Background: an optimization exercise with open tools, aiming at small area, a short achievable clock period and few clock cycles per item. Do not read the settings as production practice.
Only simulation tests tie the RTL to the original design; equivalence was not proved.
No activity file was given, so power comes from the tool's default toggle rates.

run A:
==> flow/design.v (excerpt) <==
module soc_axi_regfile #(
  parameter int TAGW      = 16,
  parameter int MEM_BYTES = 64,
  parameter int NUM_LOG   = 2,
  parameter int ADDRW     = 13
) (
  input  logic                   aclk,
  input  logic                   rst,
  input  logic                   arvalid,
  output logic                   arready,
  input  logic [31:0]            araddr,
  input  logic [TAGW-1:0]        arid,
  input  logic [7:0]             arlen,
  input  logic [1:0]             arburst,
  input  logic [2:0]             arsize,
  output logic                   rvalid,
  input  logic                   rready,
  output logic [31:0]            rdata,
  output logic [1:0]             rresp,
  output logic [TAGW-1:0]        rid,
  output logic                   rlast,
  input  logic                   awvalid,
  output logic                   awready,
  input  logic [31:0]            awaddr,
  input  logic [TAGW-1:0]        awid,
  input  logic [7:0]             awlen,
  input  logic [1:0]             awburst,
  input  logic [2:0]             awsize,
  input  logic                   wvalid,
  output logic                   wready,
  input  logic [31:0]            wdata,
  input  logic [3:0]             wstrb,
  input  logic                   wlast,
  output logic                   bvalid,
  input  logic                   bready,
  output logic [1:0]             bresp,
  output logic [TAGW-1:0]        bid,
  input  logic [31:0]            gpio_in,
  output logic [31:0]            gpio_out,
  output logic [31:0]            pauser,
  output logic [255:0]           cptra_obf_key,
  input  logic [8*NUM_LOG-1:0]   log_char,
  input  logic [NUM_LOG-1:0]     log_empty,
  input  logic [NUM_LOG-1:0]     log_full,
  output logic [NUM_LOG-1:0]     log_rd
);
Size in the first run: about 660 flip-flops, ~0.025 sq mm of cells after synthesis.
export LEC_CHECK = 0
export ABC_CLOCK_PERIOD_IN_PS = 2000
export CAP_MARGIN = 20
export CORE_MARGIN = 2
export CORE_UTILIZATION = 55
export CTS_CLUSTER_DIAMETER = 60
export CTS_CLUSTER_SIZE = 30
export PLACE_DENSITY = 0.7
export SETUP_SLACK_MARGIN = 1.9
export SLEW_MARGIN = 20
create_clock -name core_clock -period 4.0 [get_ports {aclk}]
standard.sh (not shown) runs the stock make flow with config.mk's settings and CLKGATE_MAP_FILE= SYNTH_SCRIPT=/design/flow/synth_recipe.tcl, a recipe that flattens the netlist after the stock synthesis.
==> flow/flow/run.sh <==
#!/bin/bash
# Standard ORFS layout; only the port buffers use a small plain buffer cell.
set -euo pipefail
export BUFFER_PORTS_ARGS="-buffer_cell sky130_fd_sc_hd__buf_1"
bash standard.sh > flow.log 2>&1
Testbench counts of run A, summed over its fixed seeds: cycles 11,332, items 2,560.
The following lists how run B was set up differently from run A:
- ABC_AREA: unset -> 1
- ABC_CLOCK_PERIOD_IN_PS: 2000 -> unset
==> comparison <==
- In the reports for run B and run A, the larger maximum ir drop on the vdd rail belongs to run A.
- Share of cells above drive strength 1 (higher): run A
- Run A -> run B: post-synthesis mux area share flat
- Between run B and run A, it is run B whose critical path depth is higher, by 2.
- Worst hold slack across all endpoints (lower): run A
- Run comparison: run B slowest cell on the critical path sky130_fd_sc_hd__clkbuf_16; run A slowest cell on the critical path sky130_fd_sc_hd__and4b_1
- Route | run B vs run A | wire shorter in run B
Input-level comparison between run C and run B:
- removing ABC_AREA (formerly 1)
- setting GPL_TIMING_DRIVEN to 0 for the first time
Notes after the runs:
The via count of the first global-routing pass in run C was lower than what run B gave.
Run B ended up with simple AND/OR/NAND/NOR gates as its largest family of logic cells by synthesized area; run C ended up with compound AO/OA/AOI/OAI gates.
Compared with run B, in run C growth of design area from synthesis to finish went up 4.8 points; maximum vdd drop decreased about 15%; met3 routing resource usage after global routing shows an increase of 3.9 points; worst setup margin lower; total power moved up.
Per the comparison of run C with run B, number of placed instances with taps included went down 401, clock network power went down about 0.8%, total net switching power went up about 7%.
Input changes introduced in run D (baseline for comparison: run C):
- SETUP_SLACK_MARGIN changed from 1.9 to 1.95
- GPL_TIMING_DRIVEN removed (was 0)
==> comparison <==
Going from run C to run D, combinational power went down by about 13%, relative area of non-clock buffer cells in the final design went down by 1.3 points, floorplan row count was more or less identical, critical path depth went down by 1.
Going from run C to run D, non-clock buffer total of the final layout shrank by a few percent.
The final reports for run D and run C show switching fraction of total power lower in the former.
Met1 track utilization from global routing in run D vs run C: down 2.1 points
Run D ended up with fewer standard cells than run C.
Going from run C to run D, final area dropped about 3.2%; pin slew with the least headroom to its limit climbed 0.064 ns.
Run C ended up with sky130_fd_sc_hd__o21bai_2 as its slowest cell on the critical path; run D ended up with sky130_fd_sc_hd__and4b_1.
A beginning of the critical path of rst is what run D shows, while wh_addr_q[1] belongs to run C.
Edits applied to the flow inputs when going from run D to run E:
- a change of SLEW_MARGIN from 20 to 40
- a change of SETUP_SLACK_MARGIN from 1.95 to 1.9
- a change of CAP_MARGIN from 20 to 40
==> comparison <==
- Having completed the whole flow, run D delivered a layout that passed the timing, DRC and antenna checks.
- Every stage of the flow completed for run E, and the final layout passed the timing, DRC and antenna checks.
- Compared run E against run D; fraction of standard cell area that is sequential within noise.
- Compared with run D, run E degrades setup slack after placement.
- Final setup skew: run D vs run E, no meaningful difference
- For maximum number of pins on one net before global-route repair, dividing the value from run D by the value from run E gives 0.872.
- There was hardly any difference in power between run D and run E.
- Re count of clock-net buffers in the final layout: run D was lower than run E.
- The run with more routed wire is run D, not run E.
- On utilization, run E tracks run D almost exactly.
- For final non-filler cell area, run E and run D come out practically identical.
- Compared with run D, in run E number of non-filler instances in the completed layout decreased by 10 relative to the old numbers, total congestion overflow after global routing held.

---

soc_axi_regfile again, from the RTL that the note above started with.
Design soc_axi_regfile, start of the top module:
module soc_axi_regfile #(
  parameter int TAGW      = 16,
  parameter int MEM_BYTES = 64,
  parameter int NUM_LOG   = 2,
  parameter int ADDRW     = 13
) (
  input  logic                   aclk,
  input  logic                   rst,
  input  logic                   arvalid,
  output logic                   arready,
  input  logic [31:0]            araddr,
  input  logic [TAGW-1:0]        arid,
  input  logic [7:0]             arlen,
  input  logic [1:0]             arburst,
  input  logic [2:0]             arsize,
  output logic                   rvalid,
  input  logic                   rready,
  output logic [31:0]            rdata,
  output logic [1:0]             rresp,
  output logic [TAGW-1:0]        rid,
  output logic                   rlast,
  input  logic                   awvalid,
  output logic                   awready,
  input  logic [31:0]            awaddr,
  input  logic [TAGW-1:0]        awid,
  input  logic [7:0]             awlen,
  input  logic [1:0]             awburst,
  input  logic [2:0]             awsize,
  input  logic                   wvalid,
  output logic                   wready,
  input  logic [31:0]            wdata,
  input  logic [3:0]             wstrb,
  input  logic                   wlast,
  output logic                   bvalid,
  input  logic                   bready,
  output logic [1:0]             bresp,
  output logic [TAGW-1:0]        bid,
  input  logic [31:0]            gpio_in,
  output logic [31:0]            gpio_out,
  output logic [31:0]            pauser,
  output logic [255:0]           cptra_obf_key,
  input  logic [8*NUM_LOG-1:0]   log_char,
  input  logic [NUM_LOG-1:0]     log_empty,
  input  logic [NUM_LOG-1:0]     log_full,
  output logic [NUM_LOG-1:0]     log_rd
);
clock: 4.0 ns
lec_check: 0
cap_margin: 20
core_margin: 2
core_utilization: 50
cts_cluster_diameter: 60
cts_cluster_size: 30
place_density: 0.65
setup_slack_margin: 1.9
slew_margin: 20
Scripts as last shown in full above: flow/flow/run.sh
The first run passed the timing, DRC and antenna checks.
Testbench counts at the start, summed over its fixed seeds: cycles 11,332, items 2,560.
Edit:
==> flow/flow/run.sh (replaced) <==
#!/bin/bash
# Standard ORFS layout; only the port buffers use a small plain buffer cell.
set -euo pipefail
export BUFFER_PORTS_ARGS="-buffer_cell sky130_fd_sc_hd__buf_2"
bash standard.sh > flow.log 2>&1
--- a/flow/config.mk
+++ b/flow/config.mk
@@ -7,8 +7,9 @@
 export LEC_CHECK = 0
+export ABC_CLOCK_PERIOD_IN_PS = 2000
 export CAP_MARGIN = 20
 export CORE_MARGIN = 2
-export CORE_UTILIZATION = 50
+export CORE_UTILIZATION = 55
 export CTS_CLUSTER_DIAMETER = 60
 export CTS_CLUSTER_SIZE = 30
-export PLACE_DENSITY = 0.65
+export PLACE_DENSITY = 0.7
 export SETUP_SLACK_MARGIN = 1.9
The changed run passed the timing, DRC and antenna checks; core utilization increases by 7.1 points; via count climbs by 1.0%; non-clock buffer count goes up by 3; cell count goes down by 2.8%; clock skew drops by 3.5 ps; cell area grows by 1.4%; maximum frequency climbs by 3.6%.
Edit:
==> flow/flow/run.sh (replaced) <==
#!/bin/bash
# Standard ORFS layout; only the port buffers use a small plain buffer cell.
set -euo pipefail
export BUFFER_PORTS_ARGS="-buffer_cell sky130_fd_sc_hd__buf_1"
bash standard.sh > flow.log 2>&1
--- a/flow/config.mk
+++ b/flow/config.mk
@@ -7,3 +7,2 @@
 export LEC_CHECK = 0
-export ABC_CLOCK_PERIOD_IN_PS = 2000
 export CAP_MARGIN = 20
@@ -15,2 +14,2 @@
 export SETUP_SLACK_MARGIN = 1.9
-export SLEW_MARGIN = 20
+export SLEW_MARGIN = 60
=> The changed run ran to the end with no violations. Via count hardly moves. Synthesized area stays the same. Power climbs by 4.3%. Worst setup slack degrades by 42 ps. Flip-flop and latch count stays the same. Final area hardly moves. Sequential power barely changes. Final cell count climbs by 0.80%. Non-clock buffer count climbs by 14. Global-route usage drops by 0.53 points.

static timing again, ports no longer ideal:
In the flow no input, the clock included, has a driving cell. The finished layouts below were timed again as built, in two steps.
Step 1 sets driving cells, clkbuf_16 on the clock port and buf_2 on the other inputs (assumed; they add their load-dependent delay and slew).
Step 2 times the ports against the registers' clock, not the clock port: input delays grow and output delays shrink by t, the midpoint of the rising clock arrivals with the driver on.
a / b / c = no drivers / after step 1 / after step 2; a / b = the first two.
run | t (ns) | slack for setup (ns) | worst hold slack (ns) | clock arrival spread, ns | slew at the worst register clock pin (ns)
run A | 0.657 | 1.870 / 1.824 / 1.286 | 0.357 / 0.320 / 0.418 | 0.028 / 0.029 | 0.11 / 0.11
run B | 0.651 | 1.873 / 1.831 / 1.326 | 0.363 / 0.329 / 0.421 | 0.047 / 0.047 | 0.10 / 0.10
run C | 0.657 | 1.687 / 1.678 / 1.157 | 0.356 / 0.322 / 0.427 | 0.029 / 0.029 | 0.11 / 0.11
run D | 0.665 | 1.820 / 1.722 / 1.255 | 0.346 / 0.310 / 0.426 | 0.035 / 0.035 | 0.11 / 0.11
run E | 0.659 | 1.882 / 1.836 / 1.296 | 0.358 / 0.325 / 0.418 | 0.035 / 0.035 | 0.10 / 0.10
the first run of note 2 | 0.648 | 1.816 / 1.729 / 1.330 | 0.353 / 0.331 / 0.425 | 0.036 / 0.036 | 0.10 / 0.10
the second run of note 2 | 0.662 | 1.891 / 1.805 / 1.237 | 0.356 / 0.321 / 0.424 | 0.038 / 0.038 | 0.11 / 0.11
the third run of note 2 | 0.666 | 1.849 / 1.811 / 1.359 | 0.346 / 0.311 / 0.428 | 0.030 / 0.030 | 0.11 / 0.11
After both steps setup and hold are still met in every run listed. The setup slack of the second run of note 2, which loses most, moves by -0.086 ns with the drivers and by -0.654 ns with both steps.
